What follows belongs to an exercise in optimizing a design on an open flow for small area and a short achievable clock period; a production flow would make more cautious choices.
Function was checked by simulation only, so behaviour that the tests miss may differ from the original.

==> design.v <==
package pack_pkg;
    localparam int CHANNELS   = 4;
    localparam int CH_W       = 2;
    localparam int DATA_W     = 32;
    localparam int DROP_CNT_W = 16;
    localparam int PKT_WORDS_MAX = 8;
    localparam int LEN_W         = 4;
    localparam int SPKT_WORDS_MAX = 16;
    localparam int SPKT_LEN_W     = 5;
    localparam logic [SPKT_LEN_W-1:0] SPKT_FULL = SPKT_LEN_W'(SPKT_WORDS_MAX);
    localparam int LANE_DEPTH = 32;
    localparam int DESC_DEPTH = 4;
    localparam int TIMEOUT_CLK = 24;
    localparam int TIMEOUT_W   = $clog2(TIMEOUT_CLK + 1);
    localparam logic [TIMEOUT_W-1:0] TIMEOUT_LAST = TIMEOUT_W'(TIMEOUT_CLK - 1);
    localparam int IN_WORD_W   = 2 + CH_W + LEN_W + DATA_W;
    localparam int LANE_WORD_W = 2 + DATA_W;
    localparam int DESC_W      = 2 * SPKT_LEN_W;
    localparam int META_W      = CH_W + 2 * SPKT_LEN_W;
    typedef struct packed {
        logic              sof;
        logic              eof;
        logic [CH_W-1:0]   channel;
        logic [LEN_W-1:0]  len;
        logic [DATA_W-1:0] data;
    } in_word_t;
    typedef struct packed {
        logic              sof;
        logic              eof;
        logic [DATA_W-1:0] data;
    } lane_word_t;
    typedef struct packed {
        logic [SPKT_LEN_W-1:0] words;
        logic [SPKT_LEN_W-1:0] pkts;
    } spkt_desc_t;
    typedef struct packed {
        logic [CH_W-1:0]       channel;
        logic [SPKT_LEN_W-1:0] words;
        logic [SPKT_LEN_W-1:0] pkts;
    } out_meta_t;
endpackage
`timescale 1ns/1ps
module pack_fifo #(
    parameter int WIDTH = 8,
    parameter int DEPTH = 4
) (
    input  logic                         clk,
    input  logic                         arst_n,
    input  logic                         wr,
    input  logic [WIDTH-1:0]             wr_data,
    input  logic                         rd,
    output logic [WIDTH-1:0]             rd_data,
    output logic                         empty,
    output logic [$clog2(DEPTH+1)-1:0]   free
);
    localparam int AW = $clog2(DEPTH);
    localparam int CW = $clog2(DEPTH + 1);
    localparam logic [AW-1:0] LAST_IDX  = AW'(DEPTH - 1);
    localparam logic [CW-1:0] FULL_FREE = CW'(DEPTH);
    logic [WIDTH-1:0] mem [DEPTH];
    logic [AW-1:0]    wr_ptr;
    logic [AW-1:0]    rd_ptr;
    assign rd_data = mem[rd_ptr];
    assign empty   = (free == FULL_FREE);
    always_ff @(posedge clk) begin
        if (wr) begin
            mem[wr_ptr] <= wr_data;
        end
    end
    always_ff @(posedge clk or negedge arst_n) begin
        if (!arst_n) begin
            wr_ptr <= '0;
            rd_ptr <= '0;
            free   <= FULL_FREE;
        end else begin
            if (wr) begin
                wr_ptr <= (wr_ptr == LAST_IDX) ? '0 : wr_ptr + 1'b1;
            end
            if (rd) begin
                rd_ptr <= (rd_ptr == LAST_IDX) ? '0 : rd_ptr + 1'b1;
            end
            case ({wr, rd})
                2'b10:   free <= free - 1'b1;
                2'b01:   free <= free + 1'b1;
                default: free <= free;
            endcase
        end
    end
endmodule
`timescale 1ns/1ps
module pack_dispatch (
    input  logic                                clk,
    input  logic                                arst_n,
    input  logic                                in_vld,
    input  pack_pkg::in_word_t                  in_word,
    output logic [pack_pkg::CHANNELS-1:0]       lane_vld,
    output pack_pkg::lane_word_t                lane_word,
    output logic [pack_pkg::LEN_W-1:0]          lane_len,
    output logic [pack_pkg::DROP_CNT_W-1:0]     drop_cnt
);
    logic                      len_ok;
    logic                      acc_q;
    logic                      acc_now;
    logic [pack_pkg::CH_W-1:0] ch_q;
    logic [pack_pkg::CH_W-1:0] ch_now;
    logic [pack_pkg::CHANNELS-1:0] route;
    assign len_ok = (in_word.len != '0) &&
                    (in_word.len <= pack_pkg::LEN_W'(pack_pkg::PKT_WORDS_MAX));
    assign acc_now = in_word.sof ? len_ok : acc_q;
    assign ch_now  = in_word.sof ? in_word.channel : ch_q;
    always_comb begin
        route         = '0;
        route[ch_now] = in_vld && acc_now;
    end
    always_ff @(posedge clk or negedge arst_n) begin
        if (!arst_n) begin
            acc_q    <= 1'b0;
            ch_q     <= '0;
            lane_vld <= '0;
            drop_cnt <= '0;
        end else begin
            lane_vld <= route;
            if (in_vld) begin
                acc_q  <= acc_now;
                ch_q   <= ch_now;
            end
            if (in_vld && in_word.sof && !len_ok) begin
                drop_cnt <= drop_cnt + 1'b1;
            end
        end
    end
    always_ff @(posedge clk) begin
        lane_word <= {in_word.sof, in_word.eof, in_word.data};
        lane_len  <= in_word.len;
    end
endmodule
`timescale 1ns/1ps
module pack_lane (
    input  logic                           clk,
    input  logic                           arst_n,
    input  logic                           word_vld,
    input  pack_pkg::lane_word_t           word,
    input  logic [pack_pkg::LEN_W-1:0]     pkt_len,
    input  logic                           word_pop,
    output pack_pkg::lane_word_t           word_head,
    output logic                           desc_rdy,
    input  logic                           desc_pop,
    output pack_pkg::spkt_desc_t           desc_head
);
    logic [$clog2(pack_pkg::LANE_DEPTH+1)-1:0] word_free;
    logic [$clog2(pack_pkg::DESC_DEPTH+1)-1:0] desc_free;
    logic                                      desc_empty;
    logic [pack_pkg::SPKT_LEN_W-1:0] spkt_words;
    logic [pack_pkg::SPKT_LEN_W-1:0] spkt_pkts;
    logic [pack_pkg::TIMEOUT_W-1:0]  idle_cnt;
    logic                            in_pkt;
    logic                            drop_pkt;
    logic                            fits;
    logic                            word_room;
    logic                            desc_room;
    logic                            will_close;
    logic                            wr_word;
    logic                            close_sof;
    logic                            close_eof;
    logic                            close_tmo;
    logic                            desc_wr;
    pack_pkg::spkt_desc_t            desc_wdata;
    logic [pack_pkg::SPKT_LEN_W-1:0] words_base;
    logic [pack_pkg::SPKT_LEN_W-1:0] pkts_base;
    logic [pack_pkg::SPKT_LEN_W-1:0] words_next;
    logic [pack_pkg::SPKT_LEN_W-1:0] pkts_next;
    logic [pack_pkg::SPKT_LEN_W:0]   words_sum;
    assign desc_room = (desc_free != '0);
    assign words_sum = {1'b0, spkt_words} + (pack_pkg::SPKT_LEN_W+1)'(pkt_len);
    assign will_close = (words_sum >= (pack_pkg::SPKT_LEN_W+1)'(pack_pkg::SPKT_WORDS_MAX));
    assign word_room = ($bits(word_free))'(pkt_len) <= word_free;
    assign fits      = word_room && (desc_room || !will_close);
    assign wr_word   = word_vld && (word.sof ? fits : !drop_pkt);
    assign close_sof = word_vld && word.sof && fits &&
                       (words_sum > (pack_pkg::SPKT_LEN_W+1)'(pack_pkg::SPKT_WORDS_MAX));
    assign words_base = close_sof ? '0 : spkt_words;
    assign pkts_base  = close_sof ? '0 : spkt_pkts;
    assign words_next = words_base + {{(pack_pkg::SPKT_LEN_W-1){1'b0}}, wr_word};
    assign pkts_next  = pkts_base + {{(pack_pkg::SPKT_LEN_W-1){1'b0}}, wr_word && word.eof};
    assign close_eof = wr_word && word.eof && (words_next == pack_pkg::SPKT_FULL);
    assign close_tmo = !word_vld && !in_pkt && (spkt_words != '0) &&
                       (idle_cnt == pack_pkg::TIMEOUT_LAST) && desc_room;
    assign desc_wr    = close_sof || close_eof || close_tmo;
    assign desc_wdata = close_eof ? {pack_pkg::SPKT_FULL, pkts_next}
                                  : {spkt_words, spkt_pkts};
    assign desc_rdy   = !desc_empty;
    always_ff @(posedge clk or negedge arst_n) begin
        if (!arst_n) begin
            spkt_words <= '0;
            spkt_pkts  <= '0;
            idle_cnt   <= '0;
            in_pkt     <= 1'b0;
            drop_pkt   <= 1'b0;
        end else begin
            if (word_vld) begin
                in_pkt <= !word.eof;
                if (word.sof) begin
                    drop_pkt <= !fits;
                end
            end
            if (close_eof || close_tmo) begin
                spkt_words <= '0;
                spkt_pkts  <= '0;
            end else begin
                spkt_words <= words_next;
                spkt_pkts  <= pkts_next;
            end
            if (word_vld || close_tmo || in_pkt || spkt_words == '0) begin
                idle_cnt <= '0;
            end else if (idle_cnt != pack_pkg::TIMEOUT_LAST) begin
                idle_cnt <= idle_cnt + 1'b1;
            end
        end
    end
    pack_fifo #(
        .WIDTH (pack_pkg::LANE_WORD_W),
        .DEPTH (pack_pkg::LANE_DEPTH)
    ) word_fifo (
        .clk     (clk),
        .arst_n  (arst_n),
        .wr      (wr_word),
        .wr_data (word),
        .rd      (word_pop),
        .rd_data (word_head),
        .empty   (),
        .free    (word_free)
    );
    pack_fifo #(
        .WIDTH (pack_pkg::DESC_W),
        .DEPTH (pack_pkg::DESC_DEPTH)
    ) desc_fifo (
        .clk     (clk),
        .arst_n  (arst_n),
        .wr      (desc_wr),
        .wr_data (desc_wdata),
        .rd      (desc_pop),
        .rd_data (desc_head),
        .empty   (desc_empty),
        .free    (desc_free)
    );
endmodule
`timescale 1ns/1ps
module pack_drain (
    input  logic                                                 clk,
    input  logic                                                 arst_n,
    input  logic [pack_pkg::CHANNELS-1:0]                        desc_rdy,
    input  logic [pack_pkg::CHANNELS*pack_pkg::DESC_W-1:0]       desc_heads,
    output logic [pack_pkg::CHANNELS-1:0]                        desc_pop,
    output logic [pack_pkg::CHANNELS-1:0]                        word_pop,
    input  logic [pack_pkg::CHANNELS*pack_pkg::LANE_WORD_W-1:0]  word_heads,
    output logic                                                 out_vld,
    output logic                                                 out_sof,
    output logic                                                 out_eof,
    output logic [pack_pkg::DATA_W-1:0]                          out_data,
    output pack_pkg::out_meta_t                                  out_meta
);
    localparam logic ST_IDLE = 1'b0;
    localparam logic ST_SEND = 1'b1;
    logic                            state;
    logic [pack_pkg::CH_W-1:0]       rr_ptr;
    logic [pack_pkg::CH_W-1:0]       cur_ch;
    logic [pack_pkg::CH_W-1:0]       pick;
    logic                            found;
    logic [pack_pkg::SPKT_LEN_W-1:0] remaining;
    logic                            first;
    pack_pkg::spkt_desc_t            desc_q;
    pack_pkg::spkt_desc_t            pick_desc;
    pack_pkg::lane_word_t            cur_word;
    always_comb begin
        logic [pack_pkg::CH_W-1:0] idx;
        found = 1'b0;
        pick  = rr_ptr;
        for (int i = pack_pkg::CHANNELS - 1; i >= 0; i--) begin
            idx = rr_ptr + pack_pkg::CH_W'(i);
            if (desc_rdy[idx]) begin
                found = 1'b1;
                pick  = idx;
            end
        end
    end
    always_comb begin
        desc_pop = '0;
        word_pop = '0;
        if (state == ST_IDLE) begin
            desc_pop[pick] = found;
        end else begin
            word_pop[cur_ch] = 1'b1;
        end
    end
    assign pick_desc = desc_heads[pick*pack_pkg::DESC_W +: pack_pkg::DESC_W];
    assign cur_word  = word_heads[cur_ch*pack_pkg::LANE_WORD_W +: pack_pkg::LANE_WORD_W];
    always_ff @(posedge clk or negedge arst_n) begin
        if (!arst_n) begin
            state     <= ST_IDLE;
            rr_ptr    <= '0;
            cur_ch    <= '0;
            remaining <= '0;
            first     <= 1'b0;
            out_vld   <= 1'b0;
            out_sof   <= 1'b0;
            out_eof   <= 1'b0;
        end else begin
            out_vld <= (state == ST_SEND);
            out_sof <= (state == ST_SEND) && first;
            out_eof <= (state == ST_SEND) && (remaining == 1);
            if (state == ST_IDLE) begin
                if (found) begin
                    state     <= ST_SEND;
                    cur_ch    <= pick;
                    rr_ptr    <= pick + 1'b1;
                    remaining <= pick_desc.words;
                    first     <= 1'b1;
                end
            end else begin
                first     <= 1'b0;
                remaining <= remaining - 1'b1;
                if (remaining == 1) begin
                    state <= ST_IDLE;
                end
            end
        end
    end
    always_ff @(posedge clk) begin
        if (state == ST_IDLE && found) begin
            desc_q <= pick_desc;
        end
        if (state == ST_SEND) begin
            out_data <= cur_word.data;
        end
        if (state == ST_SEND && first) begin
            out_meta <= {cur_ch, desc_q.words, desc_q.pkts};
        end
    end
endmodule
`timescale 1ns/1ps
module frame_packer (
    input  logic                              clk,
    input  logic                              arst_n,
    input  logic                              in_vld,
    input  logic [39:0]                       in_word,
    output logic                              out_vld,
    output logic                              out_sof,
    output logic                              out_eof,
    output logic [31:0]                       out_data,
    output logic [11:0]                       out_meta,
    output logic [15:0]                       drop_cnt
);
    logic [pack_pkg::CHANNELS-1:0]  lane_vld;
    pack_pkg::lane_word_t           lane_word;
    logic [pack_pkg::LEN_W-1:0]     lane_len;
    logic [pack_pkg::CHANNELS-1:0]  desc_rdy;
    logic [pack_pkg::CHANNELS-1:0]  desc_pop;
    logic [pack_pkg::CHANNELS-1:0]  word_pop;
    logic [pack_pkg::CHANNELS*pack_pkg::DESC_W-1:0]      desc_heads;
    logic [pack_pkg::CHANNELS*pack_pkg::LANE_WORD_W-1:0] word_heads;
    pack_dispatch dispatch0 (
        .clk       (clk),
        .arst_n    (arst_n),
        .in_vld    (in_vld),
        .in_word   (in_word),
        .lane_vld  (lane_vld),
        .lane_word (lane_word),
        .lane_len  (lane_len),
        .drop_cnt  (drop_cnt)
    );
    for (genvar g = 0; g < pack_pkg::CHANNELS; g++) begin : g_lane
        pack_lane lane (
            .clk       (clk),
            .arst_n    (arst_n),
            .word_vld  (lane_vld[g]),
            .word      (lane_word),
            .pkt_len   (lane_len),
            .word_pop  (word_pop[g]),
            .word_head (word_heads[g*pack_pkg::LANE_WORD_W +: pack_pkg::LANE_WORD_W]),
            .desc_rdy  (desc_rdy[g]),
            .desc_pop  (desc_pop[g]),
            .desc_head (desc_heads[g*pack_pkg::DESC_W +: pack_pkg::DESC_W])
        );
    end
    pack_drain drain0 (
        .clk        (clk),
        .arst_n     (arst_n),
        .desc_rdy   (desc_rdy),
        .desc_heads (desc_heads),
        .desc_pop   (desc_pop),
        .word_pop   (word_pop),
        .word_heads (word_heads),
        .out_vld    (out_vld),
        .out_sof    (out_sof),
        .out_eof    (out_eof),
        .out_data   (out_data),
        .out_meta   (out_meta)
    );
endmodule
==> run.sh <==
#!/bin/bash
# synth_recipe.tcl (not shown) runs the flow's synth.tcl, then flattens the netlist and writes it again
# the make line also repeats each setting of config.mk as NAME=value (left out here)
make -C /OpenROAD-flow-scripts/flow DESIGN_CONFIG=/design/flow/config.mk WORK_HOME=/design/flow/orfs CLKGATE_MAP_FILE= SYNTH_SCRIPT=/design/flow/synth_recipe.tcl finish
==> config.mk <==
export PLATFORM = sky130hd
export DESIGN_NAME = frame_packer
export DESIGN_NICKNAME = frame_packer
export VERILOG_FILES = /design/flow/design.v
export SDC_FILE = /design/flow/constraint.sdc
export NUM_CORES = 4
export LEC_CHECK = 0
export CAP_MARGIN = 20
export CORE_MARGIN = 2
export CORE_UTILIZATION = 40
export SLEW_MARGIN = 20
==> constraint.sdc <==
create_clock -name core_clock -period 5.0 [get_ports {clk}]
set_input_delay 1.0000 -clock core_clock [delete_from_list [all_inputs] [get_ports {clk}]]
set_output_delay 1.0000 -clock core_clock [all_outputs]
set_load 0.01 [all_outputs]
==> results.toml <==
[drt]
antenna_left = 0
avgViaCountPerCell = 5.76
drt_iter0_markers = 10400
vias = 85200
firstDrtPassIters = 6
drc = 0
wl_per_cell_um = 31.3
postRouteWirelength_um = 463000

[placed_design]
dp.cells = 13900
portBuffers = 105
gp_congestion = 0.848
pre_cts_ws_ps = -168
dp_hpwl_um = 279000

[setup_path]
path_max_fanout = 5
crit_cells = 23
crit_arrival_ps = 5730
cpPeakStageDelay_ps = 420
worstSetupPathType = "flop to flop"
r2r_cells = 23
critical_path_buf_inv_count = 3
path_delay_family = "adder cells"
crit_top_cell = "ha_1"
crit_required_ps = 5890
start_kind = "flop"
worst_path_max_delay_cell = "fa_1"
path_cells = "buf_4, ha_1, fa_2, nor4bb_1, and2_1, a311o_1, a31oi_1, nand2b_4, inv_2, ha_1, ha_1, and2_1, a21oi_1, nor3b_1, o2111ai_2, nor2_4, nor2_4, ha_2, inv_1, fa_1, xor2_1, nor2_1, xor2_1"
endpoint_kind = "flop"

[layout]
layout.cells.most_common = "edfxtp_1"
layout-drive-gt1-share_pct = 30.1
multi_input_area_um2 = 40800
area_delta_synth_final_pct = 15.5
final_cell_mix = "4310 x edfxtp_1, 1243 x mux4_2, 451 x clkbuf_16"
fin_util_pct = 46.3
fillers = 36000
fin_cells = 14800
layout.nets = 8667
register_area_um2 = 135000

[sta]
slew_viol_final = 0
layout_min_cycle_time_ps = 4840
clock_skew_ps = 97.3
final-hold-violation-count = 0
worst_pin_slew_ps = 1160
setup_tns_ps = 0
grt_setup_unrepaired = "yes"
fin_crit_sh_pct = 96.8
worst_slack_ps = 158
relSlewSlack_pct = 23.0
setup_viol = 0
clock.fmax_mhz = 207

[logic_synthesis]
ys_seq_elements = 4545
synth_flop_cell = "edfxtp_1"
syn_nets = 8041
synth_cell_types = 89
synth_area_per_cell_um2 = 22.5
postSynthCellCount = 7857
async_flop_share_pct = 4.33
synth_area_um2 = 177000
yosys_warnings = 5
synth_edf_count = 4310
seq_area_frac_synth_pct = 76.5

[pwr]
combPwrFrac_pct = 21.3
vdd_drop_max_uv = 339
p_int_uw = 72100
p_seq_share_pct = 44.6
finalPower_uw = 99500
clock_power_share_pct = 34.1
p_sw_share_pct = 27.5
p_per_area_nw_per_um2 = 487
switching_power_uw = 27400
power_leakage_uw = 0.0632

[clock_network]
insertion_delay_ps = 1010
cts.sinks = 4545
cts_tree = "done"
postCtsHoldBufs = 0
root_buffer = "clkbuf_16"
clk_pin_slew_ps = 60
cts_inserted_buffers = 448
ctsLongestPathBuffers = 4
cts_max_level = 5

[floorplanning]
die_w_um = 669
start_util_pct = 40.1
dieArea_um2 = 447000
rows = 244
die_y_um = 669
top_level_ports = 106
core_um2 = 441000

[status]
status = "complete, no violations"

[global_routing]
grt_pass1_vias = 86300
grt.overflow.total = 0
grtUsageTotal_pct = 20.6
grt_antenna_before_repair = 31
grt_pass1_wl_um = 656000
grt_max_degree = 112

[job]
drv_cap = 0

[worst_hold_path]
hold_class = "input port to async pin"
[per-stage QoR]
| stage | hold slack, ps | cell area [um^2] |
|---|---|---|
| 2_1_floorplan | 400 | 177000 |
| 3_3_place_gp | 405 | 189000 |
| 3_5_place_dp | 405 | 189000 |
| 4_1_cts | 55.7 | 204000 |
| 5_1_grt | 75.1 | 204000 |
| 6_report | 51.1 | 204000 |
[power by group through the flow]
| stage | clock network, uW | registers [uW] | logic (uW) |
|---|---|---|---|
| after detailed placement | 0 | 45200 | 21300 |
| after CTS | 34600 | 44400 | 21400 |
| after floorplan | 0 | 44100 | 14300 |
| final | 33900 | 44400 | 21200 |
| after global placement | 0 | 45100 | 21000 |
| after global routing | 36000 | 44400 | 22500 |
[sequential cells by signal, summed over array words and instances (netlist names), 24 cells and up]
register,cells
g_lane.lane.word_fifo.free,24
dispatch0.lane_word,34
g_lane.lane.desc_fifo.mem,160
drain0.out_data,32
g_lane.lane.word_fifo.mem,4096
[layer usage]
metal | vias to the layer above | track usage (%) | share of wire, %
met5 | - | 0 | 0.0056
met3 | 666 | 3.36 | 7.7
li1 | 34400 | - | -
met2 | 3678 | 33.0 | 48
met1 | 46400 | 28.9 | 41
met4 | 4 | 6.66 | 3.6
[timing repair]
action | 4_1_cts | 5_1_grt
setup endpoints to repair | 3 | 19
pin swaps | 3 | 10
resized for setup | 3 | 31
buffers inserted | 3 | 2
[synth_stat cells, types with 51 or more instances]
cell type	instances	area [um^2]
buf_2	121	606
dfrtp_1	189	4730
nand2_1	109	409
o21ai_0	68	340
mux2i_1	194	1940
mux2_2	53	597
a21oi_1	67	335
ha_1	129	1610
nor2_1	260	976
edfxtp_1	4310	129000
inv_1	67	251
a22oi_1	61	458
clkbuf_1	175	657
nand3_1	78	390
xor2_1	51	447
mux4_2	1243	28000
nor2b_1	53	332
[worst paths after layout]
path                                               start                                             end  slack (ps)
min                                               arst_n  g_lane[2].lane.desc_fifo.rd_ptr[0]$_DFFE_PN0P_          50
max                        dispatch0.lane_len[0]$_DFF_P_    g_lane[1].lane.desc_fifo.free[2]$_DFFE_PN1P_         160
max in group asynchronous                         arst_n  g_lane[0].lane.word_fifo.rd_ptr[1]$_DFFE_PN0P_        3760
max reg2reg                dispatch0.lane_len[0]$_DFF_P_    g_lane[1].lane.desc_fifo.free[2]$_DFFE_PN1P_         160
min in group core_clock       drain0.desc_q[8]$_DFFE_PP_                    drain0.out_meta[8]$_DFFE_PP_         410
min reg2reg                   drain0.desc_q[8]$_DFFE_PP_                    drain0.out_meta[8]$_DFFE_PP_         410
[final cells by class]
type / count / share of cell area (%)
tap: 5904 / 3.62
multi-input combinational: 2868 / 20.0
antenna: 16 / 0.0196
clock buffer: 555 / 5.78
timing repair buffer: 550 / 2.63
clock inverter: 279 / 1.51
inverter: 70 / 0.129
sequential: 4545 / 66.3
[kinds of logic (layout without fill, tap and decap cells)]
kind of cell	count (synthesis)	count (layout)	share of synthesized area, %
other cells	0	16	0
flops	4545	4545	76.5
compound gates	358	358	1.34
fa+ha+maj	142	142	1.06
simple gates	786	786	2.29
mux	1491	1491	17.3
xor+xnor	91	91	0.451
buf+inv	444	1454	1.11

==> what the ideal ports hide <==
The flow's constraints put no driver on any port. The routed layout listed below was extracted and timed again, unchanged, in two steps. Step 1: set_driving_cell puts a clkbuf_16 on clk and a buf_2 on each other input, an assumption about the parent block. Step 2 moves the port delays by t, midway between the first and last clock arrival at a register: inputs arrive t later, outputs are due t later. That takes back most of the time a late clock gives input paths. Slacks: ideal ports / drivers / drivers and shift; pairs: ideal ports / drivers.
t, ns: 1.068
slack for setup (ns): 0.158 / 0.158 / 0.158
worst slew at a driven data input, ns: 0.13
cell pins on the clock port's net: 1
After both steps setup and hold are still met in this run. For this run, drivers alone change the setup slack by 0.000 ns; drivers and shift together by 0.000 ns.
